Context: an optimization exercise on an open-source flow, tuned for small area, a short achievable clock period and few clock cycles per item. The choices shown serve that exercise and are no tape-out recipe. RTL that was checked went through simulation tests only; none was proved equivalent to the original. Power and IR drop assume default switching activity.

==> job 5526: inputs <==
==> flow/design.v <==
`default_nettype none
package bim_pkg;
   localparam int TS_W        = 48;
   localparam int CFG_W       = 32;
   localparam int FC_W        = 8;
   localparam int IVL_W       = 32;
   localparam int OFS_W       = 33;
   localparam int CNT_OUT_W   = 4;
   localparam int KIND_W      = 2;
   localparam int CSR_IDX_W   = 1;
   localparam int REQ_DATA_W  = 56;
   localparam int REQ_USER_W  = 2;
   localparam int RSP_DATA_W  = 152;
   localparam int RSP_USER_W  = 2;
   localparam int RING_DEPTH  = 10;
   localparam int SUM_W       = 36;
   localparam logic [3:0] SUBTYPE_ACTION = 4'hD;
   localparam logic [CFG_W-1:0] EXPECTED_INTERVAL_RESET = 32'd1000000;
   localparam logic [CFG_W-1:0] BURST_TIMEOUT_RESET     = 32'd200000;
   localparam logic [CSR_IDX_W-1:0] CSR_EXPECTED_INTERVAL = 1'b0;
   localparam logic [CSR_IDX_W-1:0] CSR_BURST_TIMEOUT     = 1'b1;
endpackage
`default_nettype wire
`default_nettype none
module bim_div #(
   parameter int B1 = 5,
   parameter int B  = 9
) (
   input  wire logic        clock,
   input  wire logic        reset,
   input  wire logic        load,
   input  wire logic        consume,
   input  wire logic [35:0] dividend,
   input  wire logic [3:0]  divisor,
   output logic             busy,
   output logic             done,
   output logic [31:0]      quotient
);
   localparam int ITER   = (32 - B1) / B;
   localparam int STEP_W = (ITER > 1) ? $clog2(ITER) : 1;
   function automatic logic [9:0] bit_step(input logic [4:0] ms, input logic [8:0] r,
                                           input logic b);
      logic [8:0] rn;
      logic       rm, qb;
      rn = '0;
      qb = 1'b0;
      for (int j = 0; j < 9; j++) begin
         rm = 1'b0;
         for (int mi = 0; mi < 5; mi++) begin
            if (j < 2*mi + 1) rm = rm | (ms[mi] & r[(j + 2*mi + 1) >> 1]);
         end
         rn[j] = (b == 1'(j & 1)) ? r[j >> 1] : rm;
         for (int mi = 0; mi < 5; mi++) begin
            if (j >= 2*mi + 1) rn[j] = rn[j] & !ms[mi];
         end
      end
      for (int mi = 0; mi < 5; mi++) begin
         for (int i = 0; i < 2*mi + 1; i++) begin
            if (2*i + 32'(b) >= 2*mi + 1) qb = qb | (ms[mi] & r[i]);
         end
      end
      bit_step = {qb, rn};
   endfunction
   logic [31:0]       quo_ff, quo_nx, quo_ld;
   logic [8:0]        rem_ff, rem_nx, rem_ld;
   logic [4:0]        ms_ff, ms_in;
   logic [1:0]        sh_in;
   logic [STEP_W-1:0] step_ff;
   logic              busy_ff, done_ff;
   always_comb begin
      case (divisor)
         4'd2:    begin sh_in = 2'd1; ms_in = 5'b00001; end
         4'd3:    begin sh_in = 2'd0; ms_in = 5'b00010; end
         4'd4:    begin sh_in = 2'd2; ms_in = 5'b00001; end
         4'd5:    begin sh_in = 2'd0; ms_in = 5'b00100; end
         4'd6:    begin sh_in = 2'd1; ms_in = 5'b00010; end
         4'd7:    begin sh_in = 2'd0; ms_in = 5'b01000; end
         4'd8:    begin sh_in = 2'd3; ms_in = 5'b00001; end
         4'd9:    begin sh_in = 2'd0; ms_in = 5'b10000; end
         4'd10:   begin sh_in = 2'd1; ms_in = 5'b00100; end
         default: begin sh_in = 2'd0; ms_in = 5'b00001; end
      endcase
   end
   logic [35:0] sh_sum;
   logic [9:0]  st_ld, st_nx;
   always_comb begin
      sh_sum = dividend >> sh_in;
      rem_ld = '0;
      for (int i = 0; i < 9; i++) rem_ld[i] = (sh_sum[35:32] == 4'(i));
      quo_ld = sh_sum[31:0];
      for (int k = 0; k < B1; k++) begin
         st_ld     = bit_step(ms_in, rem_ld, quo_ld[31]);
         quo_ld = {quo_ld[30:0], st_ld[9]};
         rem_ld = st_ld[8:0];
      end
   end
   always_comb begin
      rem_nx = rem_ff;
      quo_nx = quo_ff;
      for (int k = 0; k < B; k++) begin
         st_nx     = bit_step(ms_ff, rem_nx, quo_nx[31]);
         quo_nx = {quo_nx[30:0], st_nx[9]};
         rem_nx = st_nx[8:0];
      end
   end
   always_ff @(posedge clock) begin
      if (reset) begin
         busy_ff <= 1'b0;
         done_ff <= 1'b0;
         step_ff <= '0;
      end else if (load) begin
         busy_ff <= 1'b1;
         done_ff <= 1'b0;
         step_ff <= '0;
      end else if (busy_ff) begin
         step_ff <= step_ff + 1'b1;
         if (step_ff == STEP_W'(ITER - 1)) begin
            busy_ff <= 1'b0;
            done_ff <= 1'b1;
         end
      end else if (consume) begin
         done_ff <= 1'b0;
      end
   end
   always_ff @(posedge clock) begin
      if (load) begin
         quo_ff  <= quo_ld;
         rem_ff  <= rem_ld;
         ms_ff   <= ms_in;
      end else if (busy_ff) begin
         quo_ff <= quo_nx;
         rem_ff <= rem_nx;
      end
   end
   assign busy     = busy_ff;
   assign done     = done_ff;
   assign quotient = quo_ff;
endmodule
`default_nettype wire
`default_nettype none
module bim_add #(
   parameter int W = 32
) (
   input  wire logic [W-1:0] a,
   input  wire logic [W-1:0] b,
   input  wire logic         ci,
   output logic [W-1:0]      s,
   output logic              co
);
   localparam int N = W + 1;
   localparam int L = $clog2(N);
   logic [N-1:0] g0, p0, g, p;
   always_comb begin
      g0[0] = ci;
      p0[0] = 1'b0;
      for (int i = 0; i < W; i++) begin
         g0[i+1] = a[i] & b[i];
         p0[i+1] = a[i] ^ b[i];
      end
      g = g0;
      p = p0;
      for (int l = 0; l < L; l++) begin
         for (int i = 0; i < N; i++) begin
            if ((i % (2 << l)) == (2 << l) - 1 && i - (1 << l) >= 0) begin
               g[i] = g[i] | (p[i] & g[i - (1 << l)]);
               p[i] = p[i] & p[i - (1 << l)];
            end
         end
      end
      for (int l = L - 2; l >= 0; l--) begin
         for (int i = 0; i < N; i++) begin
            if (i >= (2 << l) && ((i + 1) % (2 << l)) == (1 << l)) begin
               g[i] = g[i] | (p[i] & g[i - (1 << l)]);
               p[i] = p[i] & p[i - (1 << l)];
            end
         end
      end
      for (int i = 0; i < W; i++) s[i] = p0[i+1] ^ g[i];
      co = g[W];
   end
endmodule
`default_nettype wire
`default_nettype none
import bim_pkg::*;
module burst_interval_monitor (
   input  wire logic                             clock,
   input  wire logic                             reset,
   input  wire logic                             req_tvalid,
   output logic                                  req_tready,
   input  wire logic [bim_pkg::REQ_DATA_W-1:0]   req_tdata,
   input  wire logic [bim_pkg::REQ_USER_W-1:0]   req_tuser,
   output logic                                  rsp_tvalid,
   input  wire logic                             rsp_tready,
   output logic [bim_pkg::RSP_DATA_W-1:0]        rsp_tdata,
   output logic [bim_pkg::RSP_USER_W-1:0]        rsp_tuser,
   input  wire logic                             csr_we,
   input  wire logic [bim_pkg::CSR_IDX_W-1:0]    csr_index,
   input  wire logic [bim_pkg::CFG_W-1:0]        csr_wdata
);
   logic [CFG_W-1:0] expected_ff, timeout_ff;
   logic             r_valid, r_op, r_qual;
   logic [TS_W-1:0]  r_ts;
   assign r_valid = req_tvalid;
   assign r_op    = req_tuser[0];
   assign r_qual  = req_tuser[1] && (req_tdata[FC_W-1:FC_W-4] == SUBTYPE_ACTION);
   assign r_ts    = req_tdata[FC_W+TS_W-1:FC_W];
   logic             active_ff, has_prev_ff;
   logic [TS_W-1:0]  last_ff, prev_last_ff;
   logic [3:0]       n_ff;
   logic [IVL_W-1:0] ring [RING_DEPTH];
   logic [SUM_W-1:0] sum_ff;        
   logic             load_pend;     
   logic             new_sp, new_ep, new_k1;
   logic             old_sp, old_ep, old_k1;
   logic [3:0]       old_cnt;
   logic             div_load, div_busy, div_done, div_consume;
   logic [IVL_W-1:0] div_q;
   logic             old_busy, stall, go;
   logic             new_sp_t, new_ep_t, old_sp_t, old_ep_t;
   logic [TS_W-1:0]  elapsed;
   logic             hit, is_end, is_start, push;
   logic [IVL_W-1:0] ivl;
   assign old_busy   = old_sp | old_ep;
   assign stall      = r_valid & !r_op & r_qual & !active_ff & (old_sp_t | old_ep_t | load_pend);
   assign req_tready = !stall;
   assign go         = r_valid & !stall;
   logic             c1;            
   bim_add #(.W(TS_W)) u_elapsed (
      .a (r_ts), .b (~last_ff), .ci (1'b1), .s (elapsed), .co (c1)
   );
   assign ivl     = (|elapsed[TS_W-1:IVL_W]) ? '1 : elapsed[IVL_W-1:0];
   logic [TS_W-1:0]  tx, ty, tn, w_lo;
   logic             w48, w49;
   assign tn = {{(TS_W - CFG_W){1'b1}}, ~timeout_ff};
   assign tx = r_ts ^ ~last_ff ^ tn;
   assign ty = (r_ts & ~last_ff) | (r_ts & tn) | (~last_ff & tn);
   bim_add #(.W(TS_W+1)) u_hit (
      .a ({1'b0, tx}), .b ({ty, 1'b1}), .ci (1'b1), .s ({w48, w_lo}), .co (w49)
   );
   assign hit = c1 ? w49 : (w49 | w48);
   assign is_end   = go & r_op & active_ff & hit;
   assign is_start = go & !r_op & r_qual & !active_ff;
   assign push     = is_start & has_prev_ff;
   logic             h_old, h_sp, h_k1, h_ivl, take;
   logic [IVL_W-1:0] h_interval;
   assign h_old = old_busy;
   assign h_sp  = h_old ? old_sp : new_sp;
   assign h_k1  = h_old ? old_k1 : new_k1;
   assign h_ivl = h_sp & h_k1;
   assign rsp_tvalid  = h_sp ? (!h_k1 | div_done) : (h_old ? old_ep : new_ep);
   assign take        = rsp_tvalid & rsp_tready;
   assign div_consume = take & h_ivl;
   assign h_interval = h_ivl ? (h_old ? ring[1] : ring[0]) : '0;
   logic [OFS_W-1:0] h_avg, h_inst;
   bim_add #(.W(OFS_W)) u_avg (
      .a ({1'b0, div_q}), .b (~{1'b0, expected_ff}), .ci (1'b1), .s (h_avg), .co ()
   );
   bim_add #(.W(OFS_W)) u_inst (
      .a ({1'b0, h_interval}), .b (~{1'b0, expected_ff}), .ci (1'b1), .s (h_inst), .co ()
   );
   assign rsp_tuser = h_sp ? {1'b0, h_k1} : 2'd2;
   assign rsp_tdata = {2'b00,
                       h_old ? old_cnt : n_ff,
                       h_ivl ? h_avg  : '0,
                       h_ivl ? h_inst : '0,
                       h_interval,
                       h_old ? prev_last_ff : last_ff};
   assign old_sp_t = old_sp & !(take & h_old & old_sp);
   assign old_ep_t = old_ep & !(take & h_old & !old_sp);
   assign new_sp_t = new_sp & !(take & !h_old & new_sp);
   assign new_ep_t = new_ep & !(take & !h_old & !new_sp);
   always_ff @(posedge clock) begin
      if (reset) begin
         expected_ff <= EXPECTED_INTERVAL_RESET;
         timeout_ff  <= BURST_TIMEOUT_RESET;
      end else if (csr_we) begin
         if (csr_index == CSR_EXPECTED_INTERVAL) expected_ff <= csr_wdata;
         else                                    timeout_ff  <= csr_wdata;
      end
   end
   always_ff @(posedge clock) begin
      if (reset) begin
         active_ff   <= 1'b0;
         has_prev_ff <= 1'b0;
         n_ff        <= '0;
         load_pend   <= 1'b0;
         new_sp      <= 1'b0;
         new_ep      <= 1'b0;
         new_k1      <= 1'b0;
         old_sp      <= 1'b0;
         old_ep      <= 1'b0;
         old_k1      <= 1'b0;
      end else begin
         if (div_load) load_pend <= 1'b0;
         if (push)     load_pend <= 1'b1;
         old_sp <= old_sp_t;
         old_ep <= old_ep_t;
         new_sp <= new_sp_t;
         new_ep <= new_ep_t;
         if (is_end) begin
            active_ff <= 1'b0;
            new_ep    <= 1'b1;
         end
         if (is_start) begin
            active_ff   <= 1'b1;
            has_prev_ff <= 1'b1;
            last_ff     <= r_ts;
            old_sp      <= new_sp_t;
            old_ep      <= new_ep_t;
            old_k1      <= new_k1;
            new_sp      <= 1'b1;
            new_ep      <= 1'b0;
            new_k1      <= has_prev_ff;
         end
         if (push) begin
            n_ff <= (n_ff == 4'(RING_DEPTH)) ? n_ff : n_ff + 1'b1;
         end
      end
   end
   always_ff @(posedge clock) begin
      if (is_start) begin
         prev_last_ff <= last_ff;
         old_cnt      <= n_ff;
      end
   end
   always_ff @(posedge clock) begin
      if (push) begin
         ring[0] <= ivl;
         for (int i = 1; i < RING_DEPTH; i++) ring[i] <= ring[i-1];
      end
   end
   logic [SUM_W-1:0] sum;
   bim_add #(.W(SUM_W)) u_sum (
      .a (sum_ff), .b ({{(SUM_W - IVL_W){1'b0}}, ring[0]}), .ci (1'b0), .s (sum), .co ()
   );
   assign div_load = load_pend & !div_busy & (!div_done | div_consume);
   always_ff @(posedge clock) begin
      if (reset) begin
         sum_ff <= '0;
      end else if (div_load) begin
         sum_ff <= sum;
      end else if (push && n_ff == 4'(RING_DEPTH)) begin
         sum_ff <= sum_ff - {{(SUM_W - IVL_W){1'b0}}, ring[RING_DEPTH-1]};
      end
   end
   bim_div u_div (
      .clock    (clock),
      .reset    (reset),
      .load     (div_load),
      .consume  (div_consume),
      .dividend (sum),
      .divisor  (n_ff),
      .busy     (div_busy),
      .done     (div_done),
      .quotient (div_q)
   );
endmodule
`default_nettype wire
==> flow/run.sh <==
#!/bin/bash
# synth_recipe.tcl (not shown) runs the flow's synth.tcl, then flattens the netlist and writes it again
# the make line also repeats each setting of config.mk as NAME=value (left out here)
make -C /OpenROAD-flow-scripts/flow DESIGN_CONFIG=/design/flow/config.mk WORK_HOME=/design/flow/orfs CLKGATE_MAP_FILE= SYNTH_SCRIPT=/design/flow/synth_recipe.tcl finish
==> flow/config.mk <==
export PLATFORM = sky130hd
export DESIGN_NAME = burst_interval_monitor
export DESIGN_NICKNAME = burst_interval_monitor
export VERILOG_FILES = /design/flow/design.v
export SDC_FILE = /design/flow/constraint.sdc
export NUM_CORES = 4
export LEC_CHECK = 0
export ABC_AREA = 1
export CAP_MARGIN = 5
export CORE_MARGIN = 2
export CORE_UTILIZATION = 55
export GPL_ROUTABILITY_DRIVEN = 0
export SETUP_SLACK_MARGIN = 0.3
export SLEW_MARGIN = 5
==> flow/constraint.sdc <==
create_clock -name core_clock -period 6.0 [get_ports {clock}]
set_input_delay 1.2000 -clock core_clock [delete_from_list [all_inputs] [get_ports {clock}]]
set_output_delay 1.2000 -clock core_clock [all_outputs]
set_load 0.01 [all_outputs]
==> inputs of job 3193, as changes to job 5526 <==
--- a/flow/design.v
+++ b/flow/design.v
@@ -34,5 +34,7 @@
    input  wire logic [3:0]  divisor,
+   input  wire logic [32:0] inst_in,
    output logic             busy,
    output logic             done,
-   output logic [31:0]      quotient
+   output logic [31:0]      quotient,
+   output logic [32:0]      inst
 );
@@ -66,2 +68,3 @@
    logic [4:0]        ms_ff, ms_in;
+   logic [32:0]       inst_ff;
    logic [1:0]        sh_in;
@@ -129,2 +132,3 @@
          ms_ff   <= ms_in;
+         inst_ff <= inst_in;
       end else if (busy_ff) begin
@@ -137,45 +141,3 @@
    assign quotient = quo_ff;
-endmodule
-`default_nettype wire
-`default_nettype none
-module bim_add #(
-   parameter int W = 32
-) (
-   input  wire logic [W-1:0] a,
-   input  wire logic [W-1:0] b,
-   input  wire logic         ci,
-   output logic [W-1:0]      s,
-   output logic              co
-);
-   localparam int N = W + 1;
-   localparam int L = $clog2(N);
-   logic [N-1:0] g0, p0, g, p;
-   always_comb begin
-      g0[0] = ci;
-      p0[0] = 1'b0;
-      for (int i = 0; i < W; i++) begin
-         g0[i+1] = a[i] & b[i];
-         p0[i+1] = a[i] ^ b[i];
-      end
-      g = g0;
-      p = p0;
-      for (int l = 0; l < L; l++) begin
-         for (int i = 0; i < N; i++) begin
-            if ((i % (2 << l)) == (2 << l) - 1 && i - (1 << l) >= 0) begin
-               g[i] = g[i] | (p[i] & g[i - (1 << l)]);
-               p[i] = p[i] & p[i - (1 << l)];
-            end
-         end
-      end
-      for (int l = L - 2; l >= 0; l--) begin
-         for (int i = 0; i < N; i++) begin
-            if (i >= (2 << l) && ((i + 1) % (2 << l)) == (1 << l)) begin
-               g[i] = g[i] | (p[i] & g[i - (1 << l)]);
-               p[i] = p[i] & p[i - (1 << l)];
-            end
-         end
-      end
-      for (int i = 0; i < W; i++) s[i] = p0[i+1] ^ g[i];
-      co = g[W];
-   end
+   assign inst     = inst_ff;
 endmodule
@@ -217,2 +179,3 @@
    logic [IVL_W-1:0] div_q;
+   logic [OFS_W-1:0] div_inst;
    logic             old_busy, stall, go;
@@ -226,16 +189,11 @@
    assign go         = r_valid & !stall;
-   logic             c1;            
-   bim_add #(.W(TS_W)) u_elapsed (
-      .a (r_ts), .b (~last_ff), .ci (1'b1), .s (elapsed), .co (c1)
-   );
+   logic             borrow;
+   assign {borrow, elapsed} = {1'b0, r_ts} - {1'b0, last_ff};
    assign ivl     = (|elapsed[TS_W-1:IVL_W]) ? '1 : elapsed[IVL_W-1:0];
-   logic [TS_W-1:0]  tx, ty, tn, w_lo;
-   logic             w48, w49;
-   assign tn = {{(TS_W - CFG_W){1'b1}}, ~timeout_ff};
-   assign tx = r_ts ^ ~last_ff ^ tn;
-   assign ty = (r_ts & ~last_ff) | (r_ts & tn) | (~last_ff & tn);
-   bim_add #(.W(TS_W+1)) u_hit (
-      .a ({1'b0, tx}), .b ({ty, 1'b1}), .ci (1'b1), .s ({w48, w_lo}), .co (w49)
-   );
-   assign hit = c1 ? w49 : (w49 | w48);
+   logic [TS_W+1:0]  w;
+   logic             c1;
+   assign c1  = !borrow;
+   assign w   = {2'b00, r_ts} + {2'b00, ~last_ff} +
+                {2'b00, {(TS_W - CFG_W){1'b1}}, ~timeout_ff} + (TS_W+2)'(2);
+   assign hit = c1 ? w[TS_W+1] : (w[TS_W+1] | w[TS_W]);
    assign is_end   = go & r_op & active_ff & hit;
@@ -253,9 +211,2 @@
    assign h_interval = h_ivl ? (h_old ? ring[1] : ring[0]) : '0;
-   logic [OFS_W-1:0] h_avg, h_inst;
-   bim_add #(.W(OFS_W)) u_avg (
-      .a ({1'b0, div_q}), .b (~{1'b0, expected_ff}), .ci (1'b1), .s (h_avg), .co ()
-   );
-   bim_add #(.W(OFS_W)) u_inst (
-      .a ({1'b0, h_interval}), .b (~{1'b0, expected_ff}), .ci (1'b1), .s (h_inst), .co ()
-   );
    assign rsp_tuser = h_sp ? {1'b0, h_k1} : 2'd2;
@@ -263,4 +214,4 @@
                        h_old ? old_cnt : n_ff,
-                       h_ivl ? h_avg  : '0,
-                       h_ivl ? h_inst : '0,
+                       h_ivl ? OFS_W'({1'b0, div_q} - {1'b0, expected_ff}) : '0,
+                       h_ivl ? div_inst : '0,
                        h_interval,
@@ -332,5 +283,3 @@
    logic [SUM_W-1:0] sum;
-   bim_add #(.W(SUM_W)) u_sum (
-      .a (sum_ff), .b ({{(SUM_W - IVL_W){1'b0}}, ring[0]}), .ci (1'b0), .s (sum), .co ()
-   );
+   assign sum      = sum_ff + {{(SUM_W - IVL_W){1'b0}}, ring[0]};
    assign div_load = load_pend & !div_busy & (!div_done | div_consume);
@@ -352,5 +301,7 @@
       .divisor  (n_ff),
+      .inst_in  ({1'b0, ring[0]} - {1'b0, expected_ff}),
       .busy     (div_busy),
       .done     (div_done),
-      .quotient (div_q)
+      .quotient (div_q),
+      .inst     (div_inst)
    );
--- a/flow/config.mk
+++ b/flow/config.mk
@@ -12,3 +12,3 @@
 export GPL_ROUTABILITY_DRIVEN = 0
-export SETUP_SLACK_MARGIN = 0.3
+export SETUP_SLACK_MARGIN = 0.6
 export SLEW_MARGIN = 5
==> notes <==
- Job 3193 completed with no timing, DRC or antenna violations. Job 5526 ran to the end with violations: negative setup slack.
- Between job 3193 and job 5526, the lower power is in job 5526 (gap about 8%, measured against job 5526).
- Between job 3193 and job 5526, the lower combinational power is in job 3193 (gap about 1%, measured against job 5526).
- Of job 3193 and job 5526, job 3193 has the higher via count (gap 7.5%, measured against job 5526).
- Of job 3193 and job 5526, job 3193 has the higher register-to-register slack (gap 300 ps).
- Wire length: job 5526 is lower than job 3193 (2.8%).
- In job 5526 the first-iteration DRC count is higher than in job 3193, by 9.9%.
- Sequential power: job 3193 is higher than job 5526 (about 6%).
- Against job 3193, the hold slack of job 5526 is better by 22 ps.
==> figures <==
                                                                     job 5526                   job 3193
Run status                                           finished with violations  no timing/DRC/antenna violations
Violated checks                                          negative setup slack                          -
Post-synthesis adder-cell area fraction                                0.1475                     0.1023
Sequential cell area                                                16480 µm²                  17470 µm²
Drt wl/cell                                                          20.33 µm                   19.30 µm
Total global routing track utilization                                 0.3089                     0.2973
Yosys top cell area share                                              0.3999                     0.4016
Flip-flop and latch count                                                 590                        623
Clk power                                                             4.02 mW                    4.55 mW
Setup slack, reg-to-reg                                                620 ps                     920 ps
Place WS                                                            -602.1 ps                   25.36 ps
Cell area reported after detailed placement                         39300 µm²                  40890 µm²
Overall via count from detail_route                                     28898                      31064
Final Net Count                                                          4626                       4960
Final Cell Area                                                     42600 µm²                  43930 µm²
Sequential group share of total power                                   0.486                      0.473
FMAX                                                                158.5 MHz                  173.1 MHz
Critical path startpoint                                    old_sp$_SDFF_PP0_  u_div.quo_ff[0]$_DFFE_PP_
Master of the slowest instance on the critical path     sky130_fd_sc_hd__fa_1  sky130_fd_sc_hd__edfxtp_1
Testbench counts of job 3193, summed over its fixed seeds: cycles 2,536, items 2,424.
The RTL of job 5526 was laid out without a check of its function.

-- afterwards: timing with drivers on the ports --
The results above use ideal ports. As a check the final layouts listed here were re-extracted and re-timed, cells and wires unchanged.
Step 1, drivers: a clkbuf_16 drives clock and a buf_2 each remaining input, both assumed.
Step 2 also shifts input and output timing later by t, the mid clock arrival at the registers, as if the neighbouring blocks saw the same clock.
Slacks: no drivers / after step 1 / after step 2; pairs: no drivers / after step 1.
run | t, ns | setup slack, ns | worst register clock-pin slew, ns | pins driven straight from the clock port
job 5526 | 0.681 | -0.311 / -0.378 / -0.028 | 0.07 / 0.07 | 1
job 3193 | 0.696 | 0.224 / 0.159 / 0.190 | 0.06 / 0.06 | 1
For job 3193, which loses most, drivers alone change the setup slack by -0.065 ns; drivers and shift together by -0.034 ns.
